What follows belongs to an exercise in optimizing a design on an open flow for small area, a short achievable clock period and few clock cycles; a production flow would make more cautious choices.
At most, simulation tests tie the RTL to the original design; equivalence was not proved.

==> flow/design.v (excerpt) <==
module instr_executor (
  input  logic               clk,
  input  logic               reset,
  input  logic               start,
  input  logic [PTR_W-1:0]   first_ptr,
  input  logic [PTR_W-1:0]   last_ptr,
  output logic [PTR_W-1:0]   read_pointer,
  input  instr_executor_pkg::instruction_t       instruction_word,
  output logic               res_valid,
  input  logic               res_ready,
  output logic [PTR_W-1:0]   res_pointer,
  output instr_executor_pkg::opcode_t            res_opcode,
  output instr_executor_pkg::result_t            result,
  output logic               div_by_zero,
  output logic               busy,
  output logic               done
);
For scale: roughly 230 flip-flops, about 160 I/O pins.
==> flow/config.mk <==
export PLATFORM = sky130hd
export DESIGN_NAME = instr_executor
export DESIGN_NICKNAME = instr_executor
export VERILOG_FILES = /design/flow/design.v
export SDC_FILE = /design/flow/constraint.sdc
export NUM_CORES = 4
export LEC_CHECK = 0
export CAP_MARGIN = 20
export CORE_MARGIN = 2
export CORE_UTILIZATION = 50
export SLEW_MARGIN = 20
==> flow/constraint.sdc <==
create_clock -name core_clock -period 10.0 [get_ports {clk}]
set_input_delay 2.0000 -clock core_clock [delete_from_list [all_inputs] [get_ports {clk}]]
set_output_delay 2.0000 -clock core_clock [all_outputs]
set_load 0.01 [all_outputs]
standard.sh (not shown) runs the stock make flow with config.mk's settings and CLKGATE_MAP_FILE= SYNTH_SCRIPT=/design/flow/synth_recipe.tcl, a recipe that flattens the netlist after the stock synthesis.
==> flow/flow/run.sh <==
#!/bin/bash
set -euo pipefail
export SETUP_SLACK_MARGIN=5.4
bash standard.sh finish > standard_flow.log 2>&1
The starting point finished clean.
Testbench counts at the start, summed over its fixed seeds: cycles 58,034.
Rerun with:
==> flow/run.sh (new file) <==
#!/bin/bash
# synth_recipe.tcl (not shown) runs the flow's synth.tcl, then flattens the netlist and writes it again
# the make line also repeats each setting of config.mk as NAME=value (left out here)
make -C /OpenROAD-flow-scripts/flow DESIGN_CONFIG=/design/flow/config.mk WORK_HOME=/design/flow/orfs CLKGATE_MAP_FILE= SYNTH_SCRIPT=/design/flow/synth_recipe.tcl finish
CORE_UTILIZATION = 55   (was 50)
SETUP_SLACK_MARGIN = 5   (was not set)
removed: flow/flow/run.sh
removed: flow/standard.sh
The new run produced a clean layout.
Non-clock buffer count shrinks by 112.
Core utilization grows by 1.0 points.
Routed wire length came out lower by a little under a tenth.
Register-to-register slack is better by 40 ps.

========
## trial 86
Another version of the RTL of instr_executor (not shown whole).
Size: about 3600 cells after synthesis, roughly 220 flip-flops.
Settings: LEC_CHECK=0, CAP_MARGIN=20, CORE_MARGIN=2, CORE_UTILIZATION=40, SLEW_MARGIN=20; clock period 10.0 ns.
run.sh (not shown) runs the stock make flow with config.mk's settings and CLKGATE_MAP_FILE= SYNTH_SCRIPT=/design/flow/synth_recipe.tcl, a recipe that flattens the netlist after the stock synthesis.
Stock flow here: none of the scripts above is used.
Changes in trial 69 relative to trial 86:
diff --git a/flow/config.mk b/flow/config.mk
--- a/flow/config.mk
+++ b/flow/config.mk
@@ -10,0 +11 @@
+export SETUP_SLACK_MARGIN = 5
--- outcome ---
Between trial 86 and trial 69, the post-placement cell area does not differ in any meaningful way. After detailed routing, trial 86 needs less wire than trial 69. On number of H-tree levels, trial 69 tracks trial 86 almost exactly. Looking at clock latency at the later pin of the worst-skew pair, trial 69 sits 0.03 ns higher than trial 86 does. Smallest setup slack after layout ended up 0.93 ns higher on trial 69 than on trial 86.
Function was not checked in any run of this note: the RTL went through the layout flow alone.

========
Setup of raven:
Another version of the RTL of instr_executor (not shown whole).
Size: ~3000 cells after synthesis, roughly 210 flip-flops.
Settings: LEC_CHECK=0, CAP_MARGIN=20, CORE_MARGIN=2, CORE_UTILIZATION=40, SLEW_MARGIN=20; clock period 10.0 ns.
Having completed the whole flow, raven delivered a layout that passed the timing, design-rule and antenna checks.
Testbench counts of raven, summed over its fixed seeds: cycles 61,376.
[inputs] yarrow vs raven
Settings: SETUP_SLACK_MARGIN: unset -> 5; ABC_CLOCK_PERIOD_IN_PS: unset -> 2000.
Looking at global-route wire length before repair, yarrow sits about 14% higher than raven does.
Post-placement cell count | yarrow below raven
Via count: yarrow vs raven up 3299
Of yarrow and raven, the higher count of clock-net buffers in the final layout belongs to yarrow.
Between yarrow and raven, worst slack after detailed placement is higher for yarrow, raven comes in under that.
Wire length reported by the detailed router grows by more than 10% when moving from raven to yarrow.
Delta (yarrow minus raven): final design instance area without fill saw an increase; clock slew at the register clock pins of the worst setup and hold paths saw little to no change.
--- input diff yarrow..sierra ---
Settings: changing ABC_CLOCK_PERIOD_IN_PS from 2000 to 4000.
## What came out
- sierra completed every stage of the flow, and the final layout passed the timing, design-rule and antenna checks.
- The flow did not stop early for yarrow: all stages ran, and the layout cleared the timing, design-rule and antenna checks.
- Diff yarrow..sierra | wire length reported by the detailed router | unchanged
- sierra vs. yarrow: post-synthesis average cell area about even.

========
Another version of the RTL of instr_executor (not shown whole).
Size: roughly 3,500 cells after synthesis, about 230 flip-flops, roughly 160 I/O pins.
export LEC_CHECK = 0
export CAP_MARGIN = 20
export CORE_MARGIN = 2
export CORE_UTILIZATION = 55
export SETUP_SLACK_MARGIN = 5
export SLEW_MARGIN = 20
create_clock -name core_clock -period 10.0 [get_ports {clk}]
Testbench counts at the start, summed over its fixed seeds: cycles 58,034.
Rerun with:
CORE_UTILIZATION = 45   (was 55)
The new run went through all stages and came out clean; fmax increases slightly; core utilization decreases by 13 points; final area decreases slightly; register-to-register slack improved by 0.10 ns.

[static timing again, ports no longer ideal]
Ports are ideal in the flow. The routed layouts listed here were re-timed in OpenROAD.
Step 1: set_driving_cell puts a clkbuf_16 on clk and a buf_2 on each other input, an assumption about the parent block.
Step 2 also shifts input and output timing later by t, the mid clock arrival at the registers, as if the neighbouring blocks saw the same clock.
Slacks: ideal / step 1 / step 2; pairs: ideal / step 1.
| run | t (ns) | setup WS [ns] | hold WS [ns] | latest minus earliest clock arrival (ns) | cell pins on the clock port's net |
|---|---|---|---|---|---|
| the first run of note 1 | 0.640 | 5.054 / 5.054 / 4.680 | 0.426 / 0.426 / 0.426 | 0.034 / 0.034 | 1 |
| the second run of note 1 | 0.619 | 4.997 / 4.992 / 4.408 | 0.418 / 0.418 / 0.418 | 0.037 / 0.036 | 1 |
| trial 86 | 0.670 | 4.098 / 4.098 / 4.098 | 0.421 / 0.421 / 0.421 | 0.022 / 0.022 | 1 |
| trial 69 | 0.696 | 5.026 / 5.050 / 4.371 | 0.421 / 0.421 / 0.421 | 0.035 / 0.034 | 1 |
| raven | 0.651 | 2.131 / 2.131 / 2.131 | 0.427 / 0.427 / 0.427 | 0.027 / 0.028 | 1 |
| yarrow | 0.661 | 4.045 / 4.045 / 4.045 | 0.422 / 0.422 / 0.422 | 0.015 / 0.015 | 1 |
| sierra | 0.661 | 4.045 / 4.045 / 4.045 | 0.422 / 0.422 / 0.422 | 0.015 / 0.015 | 1 |
| the first run of note 4 | 0.624 | 4.858 / 4.858 / 4.310 | 0.431 / 0.431 / 0.431 | 0.015 / 0.014 | 1 |
| the second run of note 4 | 0.647 | 4.917 / 4.954 / 4.307 | 0.418 / 0.418 / 0.418 | 0.043 / 0.043 | 1 |
After both steps setup and hold are still met in every run listed. The setup slack of trial 69, which loses most, moves by +0.024 ns with the drivers and by -0.655 ns with both steps.
